Context: an optimization exercise on an open-source flow, tuned for small area. The choices shown serve that exercise and are no tape-out recipe. In this exercise RTL edits were held to simulation tests only and were not proved equivalent to the original. Power is estimated from default activity; no workload was simulated.

==> flow/design.v (excerpt) <==
module apb_completer_mem #(
    parameter int ADDR_W = 60,
    parameter int DATA_W = 32,
    parameter int IDX_W  = 4,
    parameter int WAIT_W = 4,
    parameter int CNT_W  = 16
) (
    input  logic                pclk,
    input  logic                preset,
    input  logic                psel,
    input  logic                penable,
    input  logic                pwrite,
    input  logic [ADDR_W-1:0]   paddr,
    input  logic [DATA_W-1:0]   pwdata,
    input  logic [DATA_W/8-1:0] pstrb,
    input  logic [WAIT_W-1:0]   wait_cfg,
    output logic                pready,
    output logic [DATA_W-1:0]   prdata,
    output logic                pslverr,
    output logic [CNT_W-1:0]    wr_cnt,
    output logic [CNT_W-1:0]    rd_cnt,
    output logic [CNT_W-1:0]    err_cnt
);
For scale: roughly 1,800 cells after synthesis.
clock: 5.0 ns
lec_check: 0
cap_margin: 20
core_margin: 2
core_utilization: 55
slew_margin: 20
standard.sh (not shown) runs the stock make flow with config.mk's settings and CLKGATE_MAP_FILE= SYNTH_SCRIPT=/design/flow/synth_recipe.tcl, a recipe that flattens the netlist after the stock synthesis.
==> flow/flow/run.sh <==
#!/bin/bash
# Standard synthesis, then the standard ORFS layout with: combinational cells
# swapped to their smallest size and remapped for area by OpenROAD's
# restructure before floorplan (resizing then upsizes only where
# needed), port buffers of the smallest buffer, and a clock tree of small
# clock buffers with larger sink clusters.
set -uo pipefail
W=$(pwd)
bash standard.sh synth > "$W/synth.log" 2>&1 || { tail -50 "$W/synth.log"; exit 1; }
# Library for restructure's ABC run, without the platform's don't-use cells.
DU=$(make -s -C "$FLOW_HOME" DESIGN_CONFIG="$W/config.mk" print-DONT_USE_CELLS 2>/dev/null | sed 's/^DONT_USE_CELLS: //')
LIB=$(make -s -C "$FLOW_HOME" DESIGN_CONFIG="$W/config.mk" print-LIB_FILES 2>/dev/null | sed 's/^LIB_FILES: //' | awk '{print $1}')
python3 "$W/flow/filter_lib.py" "$LIB" "$W/rmp.lib" "$DU" > "$W/filter_lib.log" 2>&1 || exit 1
if grep -q "lpflow_inputiso" "$W/rmp.lib"; then echo "don't-use cells left in rmp.lib"; exit 1; fi
export RMP_LIB="$W/rmp.lib"
export RMP_DIR="$W/rmp_work"
export FULL_LIB="$LIB"
export RESULTS="$W/orfs/results/sky130hd/apb_completer_mem/base"
DONT_USE_CELLS="$DU" openroad -no_init -exit "$W/flow/restructure_step.tcl" > "$W/restructure.log" 2>&1 || { tail -50 "$W/restructure.log"; exit 1; }
export BUFFER_PORTS_ARGS="-buffer_cell sky130_fd_sc_hd__buf_1"
export CTS_ARGS="-sink_clustering_enable -repair_clock_nets -dont_use_dummy_load -buf_list {sky130_fd_sc_hd__clkbuf_8} -sink_clustering_size 20 -sink_clustering_max_diameter 45"
bash standard.sh finish > "$W/layout.log" 2>&1 || { tail -50 "$W/layout.log"; exit 1; }
Other scripts of this flow, unchanged in this note and not shown: flow/flow/downsize.tcl, flow/flow/filter_lib.py, flow/flow/restructure_step.tcl
The baseline went through all stages and came out clean.
Rerun with:
CAP_MARGIN = 10   (was 20)
CORE_UTILIZATION = 65   (was 55)
SLEW_MARGIN = 10   (was 20)
After rerunning: The new run finished with timing, DRC and antenna clean; global-route usage goes up by 4.0 points; via count climbs by 1.2%; first-iteration DRC count came out higher by 41%; sequential cell count stays the same; count of clock-buffer cells in the layout is lower by 4; utilization increases by 11 points; final area went down by 1.1%; routed wire length shrinks by about 3.7%.

---

The RTL this note starts from:
==> flow/design.v <==
module apb_completer_mem #(
    parameter int ADDR_W = 60,
    parameter int DATA_W = 32,
    parameter int IDX_W  = 4,
    parameter int WAIT_W = 4,
    parameter int CNT_W  = 16
) (
    input  logic                pclk,
    input  logic                preset,
    input  logic                psel,
    input  logic                penable,
    input  logic                pwrite,
    input  logic [ADDR_W-1:0]   paddr,
    input  logic [DATA_W-1:0]   pwdata,
    input  logic [DATA_W/8-1:0] pstrb,
    input  logic [WAIT_W-1:0]   wait_cfg,
    output logic                pready,
    output logic [DATA_W-1:0]   prdata,
    output logic                pslverr,
    output logic [CNT_W-1:0]    wr_cnt,
    output logic [CNT_W-1:0]    rd_cnt,
    output logic [CNT_W-1:0]    err_cnt
);
    localparam int STRB_W    = DATA_W / 8;
    localparam int MEM_DEPTH = 2 ** IDX_W;
    logic                               done_q, wait_q;
    logic [WAIT_W-1:0]                  cnt_q;
    logic                               err_q, rdok_q;
    logic [IDX_W-1:0]                   rot_q;
    logic [MEM_DEPTH-1:0]               sel_q;     
    logic [MEM_DEPTH-1:0]               vld_q;     
    logic [MEM_DEPTH-1:0][DATA_W-1:0]   slot_q;
    logic                               pend_q;
    logic [MEM_DEPTH-1:0]               psel_q;    
    logic [STRB_W-1:0]                  bstrb_q;
    logic [DATA_W-1:0]                  bwd_q;
    logic [CNT_W-1:0]                   wr_cnt_q, rd_cnt_q, err_cnt_q;
    logic idle, setup, last, a_err, commit, wr_commit, rd_en;
    logic done_d, wait_d;
    logic [IDX_W-1:0] npos;
    logic [STRB_W-1:0] wstrb;
    logic [DATA_W-1:0] wdata_m, wd;
    assign idle   = !wait_q && !done_q;
    assign setup  = idle && psel && !penable;
    assign last   = (cnt_q == WAIT_W'(1));
    assign a_err  = (paddr[1:0] != 2'b00) || (paddr[ADDR_W-1:IDX_W+2] != '0);
    assign done_d = setup ? (wait_cfg == '0) : (wait_q && psel && last);
    assign wait_d = setup ? (wait_cfg != '0) : (wait_q && psel && !last);
    assign commit    = done_q && psel;
    assign wr_commit = commit && !err_q && !rdok_q;
    assign rd_en     = done_q && rdok_q;
    always_comb begin
        for (int b = 0; b < STRB_W; b++) begin
            wdata_m[8*b +: 8] = pwdata[8*b +: 8] & {8{pstrb[b]}};
        end
    end
    assign npos = paddr[IDX_W+1:2] + rot_q + 1'b1;
    always_ff @(posedge pclk or posedge preset) begin
        if (preset) begin
            done_q <= 1'b0;
            wait_q <= 1'b0;
            rot_q  <= '0;
            pend_q <= 1'b0;
        end else begin
            done_q <= done_d;
            wait_q <= wait_d;
            rot_q  <= rot_q + 1'b1;
            pend_q <= wr_commit && |(sel_q & {(MEM_DEPTH/2){2'b01}});
        end
    end
    always_ff @(posedge pclk) begin
        cnt_q   <= wait_q ? cnt_q - 1'b1 : wait_cfg;
        err_q   <= a_err;
        rdok_q  <= !pwrite && !a_err;
        for (int s = 0; s < MEM_DEPTH; s++) begin
            sel_q[s]  <= (npos == IDX_W'(s));
            psel_q[s] <= sel_q[(s + MEM_DEPTH - 1) % MEM_DEPTH];
        end
        bstrb_q <= pstrb;
        bwd_q   <= wdata_m;
    end
    assign wstrb = pend_q ? bstrb_q : pstrb;
    assign wd    = pend_q ? bwd_q : wdata_m;
    for (genvar s = 0; s < MEM_DEPTH; s++) begin : g_slot
        localparam int P = (s + MEM_DEPTH - 1) % MEM_DEPTH;
        if (s % 2 == 0) begin : g_wr
            logic we;
            assign we = (wr_commit && sel_q[P]) || (pend_q && psel_q[P]);
            always_ff @(posedge pclk or posedge preset) begin
                if (preset) vld_q[s] <= 1'b0;
                else        vld_q[s] <= vld_q[P] || we;
            end
            for (genvar b = 0; b < STRB_W; b++) begin : g_byte
                always_ff @(posedge pclk) begin
                    if (we && (wstrb[b] || !vld_q[P]))
                        slot_q[s][8*b +: 8] <= wd[8*b +: 8];
                    else
                        slot_q[s][8*b +: 8] <= slot_q[P][8*b +: 8];
                end
            end
        end else begin : g_sh
            always_ff @(posedge pclk or posedge preset) begin
                if (preset) vld_q[s] <= 1'b0;
                else        vld_q[s] <= vld_q[P];
            end
            always_ff @(posedge pclk) slot_q[s] <= slot_q[P];
        end
    end
    always_ff @(posedge pclk or posedge preset) begin
        if (preset) begin
            wr_cnt_q  <= '0;
            rd_cnt_q  <= '0;
            err_cnt_q <= '0;
        end else if (commit) begin
            if (err_q) begin
                if (err_cnt_q != '1) err_cnt_q <= err_cnt_q + 1'b1;
            end else if (rdok_q) begin
                if (rd_cnt_q != '1) rd_cnt_q <= rd_cnt_q + 1'b1;
            end else begin
                if (wr_cnt_q != '1) wr_cnt_q <= wr_cnt_q + 1'b1;
            end
        end
    end
    always_comb begin
        prdata = '0;
        for (int s = 0; s < MEM_DEPTH; s++) begin
            if (rd_en && sel_q[s] && vld_q[s])
                prdata = prdata | slot_q[s];
        end
    end
    assign pready  = done_q;
    assign pslverr = done_q && err_q;
    assign wr_cnt  = wr_cnt_q;
    assign rd_cnt  = rd_cnt_q;
    assign err_cnt = err_cnt_q;
endmodule
Settings: LEC_CHECK=0, CAP_MARGIN=20, CORE_MARGIN=2, CORE_UTILIZATION=55, SLEW_MARGIN=20; clock period 5.0 ns.
==> flow/flow/run.sh <==
#!/bin/bash
# Standard synthesis, then the standard ORFS layout with: combinational cells
# swapped to their smallest size before floorplan (resizing then upsizes
# only where needed), port buffers of the smallest buffer, and a clock tree
# of small clock buffers with larger sink clusters.
set -uo pipefail
W=$(pwd)
bash standard.sh synth > "$W/synth.log" 2>&1 || { tail -50 "$W/synth.log"; exit 1; }
export PRE_FLOORPLAN_TCL="$W/flow/downsize.tcl"
export BUFFER_PORTS_ARGS="-buffer_cell sky130_fd_sc_hd__buf_1"
export CTS_ARGS="-sink_clustering_enable -repair_clock_nets -buf_list {sky130_fd_sc_hd__clkbuf_8} -sink_clustering_size 16 -sink_clustering_max_diameter 50"
bash standard.sh finish > "$W/layout.log" 2>&1 || { tail -50 "$W/layout.log"; exit 1; }
==> flow/flow/downsize.tcl <==
# Swap every combinational standard cell to the smallest cell of its family
# (same function and pins, e.g. mux2_4 -> mux2_1). Registers are left alone.
# repair_design / repair_timing later upsize or buffer where timing needs it.
set db [ord::get_db]
set dont [expr {[info exists ::env(DONT_USE_CELLS)] ? $::env(DONT_USE_CELLS) : {}}]
set fams [dict create]
foreach lib [$db getLibs] {
  foreach m [$lib getMasters] {
    set n [$m getName]
    if {![regexp {^(sky130_fd_sc_hd__[a-z0-9]+)_([0-9]+)$} $n -> base drv]} { continue }
    if {[string match "*lpflow*" $n]} { continue }
    set a [expr {[$m getWidth] * [$m getHeight]}]
    dict lappend fams $base [list $a $drv $m]
  }
}
set nswap 0
foreach inst [[ord::get_db_block] getInsts] {
  set m [$inst getMaster]
  set n [$m getName]
  if {![regexp {^(sky130_fd_sc_hd__[a-z0-9]+)_([0-9]+)$} $n -> base drv]} { continue }
  if {[regexp {__(df|edf|sdf|sedf|dl|tap|fill|decap|conb|probe)} $n]} { continue }
  if {![dict exists $fams $base]} { continue }
  set best ""
  set ba 0
  set bd 0
  foreach e [dict get $fams $base] {
    lassign $e a d mm
    if {[lsearch -exact $dont [$mm getName]] >= 0} { continue }
    if {$best eq "" || $a < $ba || ($a == $ba && $d > $bd)} {
      set best $mm; set ba $a; set bd $d
    }
  }
  if {$best ne "" && [$best getName] ne $n} {
    $inst swapMaster $best
    incr nswap
  }
}
puts "downsize: swapped $nswap instances"
The first run completed with no timing, DRC or antenna violations.
==> next run, changes <==
--- a/flow/flow/run.sh
+++ b/flow/flow/run.sh
@@ -9,4 +9,4 @@
 export PRE_FLOORPLAN_TCL="$W/flow/downsize.tcl"
 export BUFFER_PORTS_ARGS="-buffer_cell sky130_fd_sc_hd__buf_1"
-export CTS_ARGS="-sink_clustering_enable -repair_clock_nets -buf_list {sky130_fd_sc_hd__clkbuf_8} -sink_clustering_size 16 -sink_clustering_max_diameter 50"
+export CTS_ARGS="-sink_clustering_enable -repair_clock_nets -buf_list {sky130_fd_sc_hd__clkbuf_4 sky130_fd_sc_hd__clkbuf_8} -sink_clustering_size 24 -sink_clustering_max_diameter 80"
 bash standard.sh finish > "$W/layout.log" 2>&1 || { tail -50 "$W/layout.log"; exit 1; }
--- a/flow/flow/downsize.tcl
+++ b/flow/flow/downsize.tcl
@@ -3,5 +3,4 @@
 # repair_design / repair_timing later upsize or buffer where timing needs it.
 set db [ord::get_db]
-set dont [expr {[info exists ::env(DONT_USE_CELLS)] ? $::env(DONT_USE_CELLS) : {}}]
 set fams [dict create]
 foreach lib [$db getLibs] {
@@ -26,5 +25,5 @@
   foreach e [dict get $fams $base] {
     lassign $e a d mm
-    if {[lsearch -exact $dont [$mm getName]] >= 0} { continue }
+    if {[sta::is_dont_use_cell [sta::find_liberty_cell [$mm getName]]]} { continue }
     if {$best eq "" || $a < $ba || ($a == $ba && $d > $bd)} {
       set best $mm; set ba $a; set bd $d
--- a/flow/config.mk
+++ b/flow/config.mk
@@ -8,4 +8,4 @@
 export CAP_MARGIN = 20
 export CORE_MARGIN = 2
-export CORE_UTILIZATION = 55
+export CORE_UTILIZATION = 40
 export SLEW_MARGIN = 20
What happened:
- The new run failed in 2_1_floorplan
==> next run, changes <==
--- a/flow/flow/run.sh
+++ b/flow/flow/run.sh
@@ -9,4 +9,4 @@
 export PRE_FLOORPLAN_TCL="$W/flow/downsize.tcl"
 export BUFFER_PORTS_ARGS="-buffer_cell sky130_fd_sc_hd__buf_1"
-export CTS_ARGS="-sink_clustering_enable -repair_clock_nets -buf_list {sky130_fd_sc_hd__clkbuf_4 sky130_fd_sc_hd__clkbuf_8} -sink_clustering_size 24 -sink_clustering_max_diameter 80"
+export CTS_ARGS="-sink_clustering_enable -repair_clock_nets -dont_use_dummy_load -buf_list {sky130_fd_sc_hd__clkbuf_8} -sink_clustering_size 30 -sink_clustering_max_diameter 35"
 bash standard.sh finish > "$W/layout.log" 2>&1 || { tail -50 "$W/layout.log"; exit 1; }
--- a/flow/flow/downsize.tcl
+++ b/flow/flow/downsize.tcl
@@ -3,4 +3,5 @@
 # repair_design / repair_timing later upsize or buffer where timing needs it.
 set db [ord::get_db]
+set dont [expr {[info exists ::env(DONT_USE_CELLS)] ? $::env(DONT_USE_CELLS) : {}}]
 set fams [dict create]
 foreach lib [$db getLibs] {
@@ -25,5 +26,5 @@
   foreach e [dict get $fams $base] {
     lassign $e a d mm
-    if {[sta::is_dont_use_cell [sta::find_liberty_cell [$mm getName]]]} { continue }
+    if {[lsearch -exact $dont [$mm getName]] >= 0} { continue }
     if {$best eq "" || $a < $ba || ($a == $ba && $d > $bd)} {
       set best $mm; set ba $a; set bd $d
--- a/flow/config.mk
+++ b/flow/config.mk
@@ -8,4 +8,4 @@
 export CAP_MARGIN = 20
 export CORE_MARGIN = 2
-export CORE_UTILIZATION = 40
+export CORE_UTILIZATION = 65
 export SLEW_MARGIN = 20
Result: The changed run ran to the end with no violations.
==> next run, changes <==
--- a/flow/flow/run.sh
+++ b/flow/flow/run.sh
@@ -9,4 +9,4 @@
 export PRE_FLOORPLAN_TCL="$W/flow/downsize.tcl"
 export BUFFER_PORTS_ARGS="-buffer_cell sky130_fd_sc_hd__buf_1"
-export CTS_ARGS="-sink_clustering_enable -repair_clock_nets -dont_use_dummy_load -buf_list {sky130_fd_sc_hd__clkbuf_8} -sink_clustering_size 30 -sink_clustering_max_diameter 35"
+export CTS_ARGS="-sink_clustering_enable -repair_clock_nets -dont_use_dummy_load -buf_list {sky130_fd_sc_hd__clkbuf_8} -sink_clustering_size 20 -sink_clustering_max_diameter 45"
 bash standard.sh finish > "$W/layout.log" 2>&1 || { tail -50 "$W/layout.log"; exit 1; }
--- a/flow/config.mk
+++ b/flow/config.mk
@@ -8,4 +8,4 @@
 export CAP_MARGIN = 20
 export CORE_MARGIN = 2
-export CORE_UTILIZATION = 65
+export CORE_UTILIZATION = 55
 export SLEW_MARGIN = 20
Count of clock-buffer cells in the layout falls by 29.
Flip-flop and latch count is unchanged.
Global-route usage drops by 3.6 points.
Final area is lower by 1.1%.
Critical path depth decreases by 1.
Total power is lower by 6.8%.
Core utilization decreases by 12 points.
Sequential share of layout area climbs by 0.63 points.
Cell count goes up by 2.3%.
Setup slack gets worse by 0.080 ns.
Synthesized cell count is unchanged.
==> next run, changes <==
--- a/flow/flow/run.sh
+++ b/flow/flow/run.sh
@@ -9,4 +9,4 @@
 export PRE_FLOORPLAN_TCL="$W/flow/downsize.tcl"
 export BUFFER_PORTS_ARGS="-buffer_cell sky130_fd_sc_hd__buf_1"
-export CTS_ARGS="-sink_clustering_enable -repair_clock_nets -dont_use_dummy_load -buf_list {sky130_fd_sc_hd__clkbuf_8} -sink_clustering_size 20 -sink_clustering_max_diameter 45"
+export CTS_ARGS="-sink_clustering_enable -repair_clock_nets -buf_list {sky130_fd_sc_hd__clkbuf_4 sky130_fd_sc_hd__clkbuf_8} -sink_clustering_size 12 -sink_clustering_max_diameter 40"
 bash standard.sh finish > "$W/layout.log" 2>&1 || { tail -50 "$W/layout.log"; exit 1; }
--- a/flow/config.mk
+++ b/flow/config.mk
@@ -8,4 +8,4 @@
 export CAP_MARGIN = 20
 export CORE_MARGIN = 2
-export CORE_UTILIZATION = 55
+export CORE_UTILIZATION = 40
 export SLEW_MARGIN = 20
After rerunning: The new run finished with timing, DRC and antenna clean. Via count goes up by a few percent. Combinational power stays flat. Final area goes up by a little under a tenth. Critical path depth goes up by 1. Worst setup slack improves by 0.055 ns. Cell count goes up by roughly a tenth. Clock-buffer cell count goes up by 44. Worst hold slack degrades by 0.021 ns. Die area goes up by well over a third. Flip-flop and latch count stays the same.
==> next run, changes <==
--- a/flow/flow/run.sh
+++ b/flow/flow/run.sh
@@ -9,4 +9,4 @@
 export PRE_FLOORPLAN_TCL="$W/flow/downsize.tcl"
 export BUFFER_PORTS_ARGS="-buffer_cell sky130_fd_sc_hd__buf_1"
-export CTS_ARGS="-sink_clustering_enable -repair_clock_nets -buf_list {sky130_fd_sc_hd__clkbuf_4 sky130_fd_sc_hd__clkbuf_8} -sink_clustering_size 12 -sink_clustering_max_diameter 40"
+export CTS_ARGS="-sink_clustering_enable -repair_clock_nets -dont_use_dummy_load -buf_list {sky130_fd_sc_hd__clkbuf_16} -sink_clustering_size 36 -sink_clustering_max_diameter 70"
 bash standard.sh finish > "$W/layout.log" 2>&1 || { tail -50 "$W/layout.log"; exit 1; }
--- a/flow/config.mk
+++ b/flow/config.mk
@@ -8,4 +8,4 @@
 export CAP_MARGIN = 20
 export CORE_MARGIN = 2
-export CORE_UTILIZATION = 40
+export CORE_UTILIZATION = 55
 export SLEW_MARGIN = 20
The new run finished clean.
Synthesized cell count is unchanged.
Final area falls by 6.1%.
Routed wire length decreases by about 5%.
Die area goes down by about 27%.
Critical path depth goes down by 1.
First-iteration DRC count falls by about 8%.
Fmax is lower by 0.31%.
Setup slack loses 0.013 ns.
Non-clock buffer count went down by 4.

[afterwards: timing with drivers on the ports]
In the flow no input, the clock included, has a driving cell. The finished layouts below were timed again as built, in two steps. Step 1 sets driving cells, clkbuf_16 on the clock port and buf_2 on the other inputs (assumed; they add their load-dependent delay and slew). Step 2 adds t to the input delays and takes it off the output delays; t is the mean of the earliest and latest rising clock arrival at the registers after step 1. Input paths then give back, and output paths get back, about the clock's delay inside the block. Three values: ideal ports, drivers, drivers and shift; two values: the first two.
run | t (ns) | setup slack, ns | hold WS [ns] | worst slew at a driven data input, ns
the first run of note 1 | 0.701 | 0.360 / 0.305 / 1.006 | 0.314 / 0.314 / 0.314 | 0.05
the second run of note 1 | 0.639 | 0.286 / 0.235 / 0.874 | 0.311 / 0.311 / 0.311 | 0.05
the first run of note 2 | 0.722 | 0.627 / 0.569 / 1.291 | 0.333 / 0.333 / 0.333 | 0.05
the third run of note 2 | 0.666 | 0.776 / 0.725 / 1.391 | 0.306 / 0.306 / 0.306 | 0.05
the fourth run of note 2 | 0.704 | 0.696 / 0.641 / 1.344 | 0.306 / 0.306 / 0.306 | 0.05
the fifth run of note 2 | 0.740 | 0.751 / 0.691 / 1.431 | 0.284 / 0.244 / 0.334 | 0.08
the sixth run of note 2 | 0.605 | 0.738 / 0.678 / 1.283 | 0.331 / 0.331 / 0.331 | 0.05
After both steps every run listed still meets setup and hold.
